This is an optimization exercise on Yosys and OpenROAD, whose aim is small area, a short achievable clock period and few clock cycles per item, not a production implementation.
RTL that was checked went through simulation tests only; none was proved equivalent to the original.
Power and IR drop assume default switching activity.

==> module div_stage_array, before the edit <==
module div_stage_array (
  input  wire                          CLK,
  input  wire                          RST_N,
  input  wire                          load,    
  input  wire                          take,    
  input  wire  [div_pkg::DATA_W-1:0]   in_rem,
  input  wire  [div_pkg::DVS_W-1:0]    in_dvs,
  input  wire                          in_run,
  input  wire  [div_pkg::CNT_W-1:0]    in_cnt,
  input  wire                          in_neg,
  input  wire                          in_op_rem,
  input  wire                          in_q_ones,
  output logic [div_pkg::DATA_W-1:0]   rem,
  output logic [div_pkg::DATA_W-1:0]   quo,
  output logic                         neg,
  output logic                         op_rem,
  output logic                         q_ones,
  output logic                         done,
  output logic                         valid
);
  localparam int DW = div_pkg::DATA_W;
  localparam int VW = div_pkg::DVS_W;
  localparam int QB = div_pkg::QB;
  logic [VW-1:0]             dvs;
  logic [div_pkg::CNT_W-1:0] cnt;    
  logic                      busy;   
  logic [DW-1:0]             t_rem;
  logic [1:0]                t_dig;
  div_radix4_stage #(.DVW(VW)) u_step (
    .in_rem  (rem),
    .in_dvs  (dvs),
    .out_rem (t_rem),
    .digit   (t_dig)
  );
  assign done = valid & ~busy;
  always_ff @(posedge CLK) begin
    if (!RST_N) begin
      valid <= 1'b0;
      busy  <= 1'b0;
    end else if (load) begin
      valid <= 1'b1;
      busy  <= in_run;
    end else begin
      if (take) valid <= 1'b0;
      if (busy) busy <= (cnt != '0);
    end
  end
  always_ff @(posedge CLK) begin
    if (load) begin
      rem    <= in_rem;
      quo    <= '0;
      dvs    <= in_dvs;
      cnt    <= in_cnt;
      neg    <= in_neg;
      op_rem <= in_op_rem;
      q_ones <= in_q_ones;
    end else if (busy) begin
      rem    <= t_rem;
      quo    <= {quo[DW-QB-1:0], t_dig};
      dvs    <= {{QB{1'b0}}, dvs[VW-1:QB]};
      cnt    <= cnt - 1'b1;
    end
  end
endmodule
==> module div_operand_prep, before the edit <==
module div_operand_prep (
  input  wire                          CLK,
  input  wire                          RST_N,
  input  wire  [div_pkg::DATA_W-1:0]   req_a,
  input  wire  [div_pkg::DATA_W-1:0]   req_b,
  input  wire  [1:0]                   req_op,
  input  wire                          accept,   
  input  wire                          take,     
  output logic [div_pkg::DATA_W-1:0]   rem,      
  output logic [div_pkg::DVS_W-1:0]    dvs,      
  output logic                         run,      
  output logic [div_pkg::CNT_W-1:0]    cnt,      
  output logic                         q_ones,   
  output logic                         neg,      
  output logic                         op_rem,
  output logic                         valid
);
  localparam int DW = div_pkg::DATA_W;
  localparam int QB = div_pkg::QB;
  logic [DW-1:0]             in_a, in_b;     
  logic                      in_a_neg, in_b_neg, in_dz, in_rem;
  logic                      sgn, a_neg, b_neg, dz, op_r, a_p2, b_p2;
  logic [DW-1:0]             a_mag, b_mag;
  logic [5:0]                la, lb;
  logic [6:0]                t, k;
  logic                      none;
  always_ff @(posedge CLK) begin
    if (!RST_N) begin
      valid <= 1'b0;
    end else if (accept) begin
      valid <= 1'b1;
    end else if (take) begin
      valid <= 1'b0;
    end
  end
  assign sgn   = ~req_op[div_pkg::OP_UNSGN_BIT];
  assign a_neg = sgn & req_a[DW-1];
  assign b_neg = sgn & req_b[DW-1];
  always_ff @(posedge CLK) begin
    if (accept) begin
      in_a     <= req_a ^ {DW{a_neg}};
      in_b     <= req_b ^ {DW{b_neg}};
      in_a_neg <= a_neg;
      in_b_neg <= b_neg;
      in_dz    <= (req_b == '0);
      in_rem   <= req_op[div_pkg::OP_REM_BIT];
    end
  end
  assign op_r = in_rem;
  assign dz   = in_dz;
  div_cinc #(.W(DW)) u_inca (.x(in_a), .inc(in_a_neg), .y(a_mag));
  div_cinc #(.W(DW)) u_incb (.x(in_b), .inc(in_b_neg), .y(b_mag));
  div_lzc u_lza (.x(in_a), .n(la));
  div_lzc u_lzb (.x(in_b), .n(lb));
  always_comb begin
    a_p2 = in_a_neg;
    b_p2 = in_b_neg;
    for (int i = 0; i < DW-1; i++) begin
      a_p2 = a_p2 & (in_a[i] | ~in_a[i+1]);
      b_p2 = b_p2 & (in_b[i] | ~in_b[i+1]);
    end
  end
  div_add #(.W(7)) u_t (.a({1'b0, lb}), .b(~{1'b0, la}), .cin(a_p2),  .sum(t), .cout());
  div_add #(.W(7)) u_k (.a(t),          .b(7'd0),        .cin(~b_p2), .sum(k), .cout());
  assign none   = dz | k[6];
  assign rem    = a_mag;
  assign dvs    = {{QB{1'b0}}, b_mag} << (k[4:0] | 5'd1);
  assign run    = ~none;
  assign cnt    = k[5:1];
  assign q_ones = dz & ~op_r;
  assign neg    = op_r ? in_a_neg : (in_a_neg ^ in_b_neg) & ~dz;
  assign op_rem = op_r;
endmodule
Settings: LEC_CHECK=0, CAP_MARGIN=20, CORE_MARGIN=2, CORE_UTILIZATION=40, SETUP_SLACK_MARGIN=1.0, SLEW_MARGIN=20; clock period 5.5 ns.
run.sh (not shown) runs the stock make flow with config.mk's settings and CLKGATE_MAP_FILE= SYNTH_SCRIPT=/design/flow/synth_recipe.tcl, a recipe that flattens the netlist after the stock synthesis.
The baseline ran to the end with no violations.
Then changed:
--- a/flow/design.v
+++ b/flow/design.v
@@ -132,24 +132,29 @@
       if (take) valid <= 1'b0;
       if (busy) busy <= (cnt != '0);
     end
   end
   always_ff @(posedge CLK) begin
     if (load) begin
-      rem    <= in_rem;
+      rem <= in_rem;
+      dvs <= in_dvs;
+      cnt <= in_cnt;
+    end else begin
+      rem <= t_rem;
+      dvs <= {{QB{~busy | (cnt == '0)}}, dvs[VW-1:QB]};
+      cnt <= cnt - 1'b1;
+    end
+  end
+  always_ff @(posedge CLK) begin
+    if (load) begin
       quo    <= '0;
-      dvs    <= in_dvs;
-      cnt    <= in_cnt;
       neg    <= in_neg;
       op_rem <= in_op_rem;
       q_ones <= in_q_ones;
     end else if (busy) begin
-      rem    <= t_rem;
       quo    <= {quo[DW-QB-1:0], t_dig};
-      dvs    <= {{QB{1'b0}}, dvs[VW-1:QB]};
-      cnt    <= cnt - 1'b1;
     end
   end
 endmodule
 `default_nettype wire
 `timescale 1ns/1ps
 `default_nettype none
@@ -216,13 +221,13 @@
     end
   end
   div_add #(.W(7)) u_t (.a({1'b0, lb}), .b(~{1'b0, la}), .cin(a_p2),  .sum(t), .cout());
   div_add #(.W(7)) u_k (.a(t),          .b(7'd0),        .cin(~b_p2), .sum(k), .cout());
   assign none   = dz | k[6];
   assign rem    = a_mag;
-  assign dvs    = {{QB{1'b0}}, b_mag} << (k[4:0] | 5'd1);
+  assign dvs    = ({{QB{1'b0}}, b_mag} << (k[4:0] | 5'd1)) | {(DW+QB){none}};
   assign run    = ~none;
   assign cnt    = k[5:1];
   assign q_ones = dz & ~op_r;
   assign neg    = op_r ? in_a_neg : (in_a_neg ^ in_b_neg) & ~dz;
   assign op_rem = op_r;
 endmodule
Outcome: Routed wire length is about the same; register-to-register slack gets better by 0.04 ns; sequential share of layout area goes down by 1.2 points; first-iteration DRC count rises by a quarter to a third; synthesized cell count went up by a few percent.
No functional check of the RTL was part of any run of this note.

---

Another version of the RTL of div_top (not shown whole).
For scale: roughly 240 flip-flops, about 100 I/O pins.
==> module div_operand_prep, before the edit <==
module div_operand_prep (
  input  wire                          CLK,
  input  wire                          RST_N,
  input  wire  [div_pkg::DATA_W-1:0]   req_a,
  input  wire  [div_pkg::DATA_W-1:0]   req_b,
  input  wire  [1:0]                   req_op,
  input  wire                          accept,   
  input  wire                          take,     
  output logic [div_pkg::DATA_W-1:0]   rem,      
  output logic [div_pkg::DVS_W-1:0]    dvs,      
  output logic [div_pkg::CNT_W-1:0]    cnt,      
  output logic                         q_ones,   
  output logic                         neg,      
  output logic                         op_rem,
  output logic                         valid
);
  localparam int DW = div_pkg::DATA_W;
  localparam int QB = div_pkg::QB;
  logic [DW-1:0]             in_a, in_b;     
  logic                      in_a_neg, in_b_neg, in_dz, in_rem;
  logic                      sgn, a_neg, b_neg, dz, op_r, a_p2, b_p2;
  logic [DW-1:0]             a_mag, b_mag;
  logic [5:0]                la, lb;
  logic [6:0]                t, k;
  logic                      none;
  always_ff @(posedge CLK) begin
    if (!RST_N) begin
      valid <= 1'b0;
    end else if (accept) begin
      valid <= 1'b1;
    end else if (take) begin
      valid <= 1'b0;
    end
  end
  assign sgn   = ~req_op[div_pkg::OP_UNSGN_BIT];
  assign a_neg = sgn & req_a[DW-1];
  assign b_neg = sgn & req_b[DW-1];
  always_ff @(posedge CLK) begin
    if (accept) begin
      in_a     <= req_a ^ {DW{a_neg}};
      in_b     <= req_b ^ {DW{b_neg}};
      in_a_neg <= a_neg;
      in_b_neg <= b_neg;
      in_dz    <= (req_b == '0);
      in_rem   <= req_op[div_pkg::OP_REM_BIT];
    end
  end
  assign op_r = in_rem;
  assign dz   = in_dz;
  div_cinc #(.W(DW)) u_inca (.x(in_a), .inc(in_a_neg), .y(a_mag));
  div_cinc #(.W(DW)) u_incb (.x(in_b), .inc(in_b_neg), .y(b_mag));
  div_lzc u_lza (.x(in_a), .n(la));
  div_lzc u_lzb (.x(in_b), .n(lb));
  always_comb begin
    a_p2 = in_a_neg;
    b_p2 = in_b_neg;
    for (int i = 0; i < DW-1; i++) begin
      a_p2 = a_p2 & (in_a[i] | ~in_a[i+1]);
      b_p2 = b_p2 & (in_b[i] | ~in_b[i+1]);
    end
  end
  div_add #(.W(7)) u_t (.a({1'b0, lb}), .b(~{1'b0, la}), .cin(a_p2),  .sum(t), .cout());
  div_add #(.W(7)) u_k (.a(t),          .b(7'd0),        .cin(~b_p2), .sum(k), .cout());
  assign none   = dz | k[6];
  assign rem    = a_mag;
  assign dvs    = ({{QB{1'b0}}, b_mag} << (k[4:0] | 5'd1)) | {(DW+QB){none}};
  assign cnt    = none ? '0 : k[5:1];
  assign q_ones = dz & ~op_r;
  assign neg    = op_r ? in_a_neg : (in_a_neg ^ in_b_neg) & ~dz;
  assign op_rem = op_r;
endmodule
export LEC_CHECK = 0
export CAP_MARGIN = 20
export CORE_MARGIN = 2
export CORE_UTILIZATION = 65
export SETUP_SLACK_MARGIN = 1.0
export SLEW_MARGIN = 20
create_clock -name core_clock -period 5.5 [get_ports {CLK}]
Rerun with:
--- a/flow/design.v
+++ b/flow/design.v
@@ -170,12 +170,30 @@
   localparam int DW = div_pkg::DATA_W;
   localparam int QB = div_pkg::QB;
   logic [DW-1:0]             in_a, in_b;     
+  logic [6:0]                in_k;           
   logic                      in_a_neg, in_b_neg, in_dz, in_rem;
-  logic                      sgn, a_neg, b_neg, dz, op_r, a_p2, b_p2;
-  logic [DW-1:0]             a_mag, b_mag;
+  logic                      sgn, a_neg, b_neg, a_p2, b_p2;
+  logic [DW-1:0]             ya, yb, a_mag, b_mag;
   logic [5:0]                la, lb;
   logic [6:0]                t, k;
   logic                      none;
+  assign sgn   = ~req_op[div_pkg::OP_UNSGN_BIT];
+  assign a_neg = sgn & req_a[DW-1];
+  assign b_neg = sgn & req_b[DW-1];
+  assign ya    = req_a ^ {DW{a_neg}};
+  assign yb    = req_b ^ {DW{b_neg}};
+  div_lzc u_lza (.x(ya), .n(la));
+  div_lzc u_lzb (.x(yb), .n(lb));
+  always_comb begin
+    a_p2 = a_neg;
+    b_p2 = b_neg;
+    for (int i = 0; i < DW-1; i++) begin
+      a_p2 = a_p2 & (ya[i] | ~ya[i+1]);
+      b_p2 = b_p2 & (yb[i] | ~yb[i+1]);
+    end
+  end
+  div_add #(.W(7)) u_t (.a({1'b0, lb}), .b(~{1'b0, la}), .cin(a_p2),  .sum(t), .cout());
+  div_add #(.W(7)) u_k (.a(t),          .b(7'd0),        .cin(~b_p2), .sum(k), .cout());
   always_ff @(posedge CLK) begin
     if (!RST_N) begin
       valid <= 1'b0;
@@ -185,42 +203,26 @@
       valid <= 1'b0;
     end
   end
-  assign sgn   = ~req_op[div_pkg::OP_UNSGN_BIT];
-  assign a_neg = sgn & req_a[DW-1];
-  assign b_neg = sgn & req_b[DW-1];
   always_ff @(posedge CLK) begin
     if (accept) begin
-      in_a     <= req_a ^ {DW{a_neg}};
-      in_b     <= req_b ^ {DW{b_neg}};
+      in_a     <= ya;
+      in_b     <= yb;
+      in_k     <= k;
       in_a_neg <= a_neg;
       in_b_neg <= b_neg;
       in_dz    <= (req_b == '0);
       in_rem   <= req_op[div_pkg::OP_REM_BIT];
     end
   end
-  assign op_r = in_rem;
-  assign dz   = in_dz;
   div_cinc #(.W(DW)) u_inca (.x(in_a), .inc(in_a_neg), .y(a_mag));
   div_cinc #(.W(DW)) u_incb (.x(in_b), .inc(in_b_neg), .y(b_mag));
-  div_lzc u_lza (.x(in_a), .n(la));
-  div_lzc u_lzb (.x(in_b), .n(lb));
-  always_comb begin
-    a_p2 = in_a_neg;
-    b_p2 = in_b_neg;
-    for (int i = 0; i < DW-1; i++) begin
-      a_p2 = a_p2 & (in_a[i] | ~in_a[i+1]);
-      b_p2 = b_p2 & (in_b[i] | ~in_b[i+1]);
-    end
-  end
-  div_add #(.W(7)) u_t (.a({1'b0, lb}), .b(~{1'b0, la}), .cin(a_p2),  .sum(t), .cout());
-  div_add #(.W(7)) u_k (.a(t),          .b(7'd0),        .cin(~b_p2), .sum(k), .cout());
-  assign none   = dz | k[6];
   assign rem    = a_mag;
-  assign dvs    = ({{QB{1'b0}}, b_mag} << (k[4:0] | 5'd1)) | {(DW+QB){none}};
-  assign cnt    = none ? '0 : k[5:1];
-  assign q_ones = dz & ~op_r;
-  assign neg    = op_r ? in_a_neg : (in_a_neg ^ in_b_neg) & ~dz;
-  assign op_rem = op_r;
+  assign none   = in_dz | in_k[6];
+  assign dvs    = ({{QB{1'b0}}, b_mag} << (in_k[4:0] | 5'd1)) | {(DW+QB){none}};
+  assign cnt    = none ? '0 : in_k[5:1];
+  assign q_ones = in_dz & ~in_rem;
+  assign neg    = in_rem ? in_a_neg : (in_a_neg ^ in_b_neg) & ~in_dz;
+  assign op_rem = in_rem;
 endmodule
 `default_nettype wire
 `default_nettype none
What happened: Global-route usage went down by 3.3 points. Total power went down by 8.6%. Final area went down by about 3.3%. Wire length went down by 7.5%. Worst setup slack is better by 0.27 ns. Clock skew barely changes. Fmax went up by 6.0%. Non-clock buffer count went down by 64. Die area hardly moves. Hold slack is better by 0.018 ns. Combinational power went down by 14%. Cell count went down by 1.5%. Via count went down by 3.7%. Sequential share of layout area went up by 1.7 points.
Testbench counts after the change, summed over its fixed seeds: cycles 51,178, items 16,000.
For the first run of this note, only the layout was checked, not whether the RTL still works.

static timing again, ports no longer ideal:
The results above use ideal ports. As a check the final layouts listed here were re-extracted and re-timed, cells and wires unchanged. Step 1 assumes that a clkbuf_16 drives the clock port and a buf_2 every other input. Step 2 adds t to the input delays and takes it off the output delays; t is the mean of the earliest and latest rising clock arrival at the registers after step 1. Input paths then give back, and output paths get back, about the clock's delay inside the block. Three values: ideal ports, drivers, drivers and shift; two values: the first two.
run	shift t [ns]	setup slack, ns	hold slack, ns	clock arrival spread, ns	worst register clock-pin slew, ns
the first run of note 1	0.639	1.013 / 1.013 / 1.013	0.504 / 0.504 / 0.504	0.021 / 0.021	0.07 / 0.07
the second run of note 1	0.607	1.054 / 1.054 / 1.054	0.478 / 0.478 / 0.478	0.016 / 0.016	0.06 / 0.06
the first run of note 2	0.613	0.671 / 0.671 / 0.671	0.420 / 0.420 / 0.420	0.019 / 0.019	0.07 / 0.07
the second run of note 2	0.605	0.943 / 0.980 / 0.375	0.438 / 0.438 / 0.438	0.025 / 0.026	0.07 / 0.07
After both steps setup and hold are still met in every run listed. For the second run of note 2, which loses most, drivers alone change the setup slack by +0.037 ns; drivers and shift together by -0.568 ns.
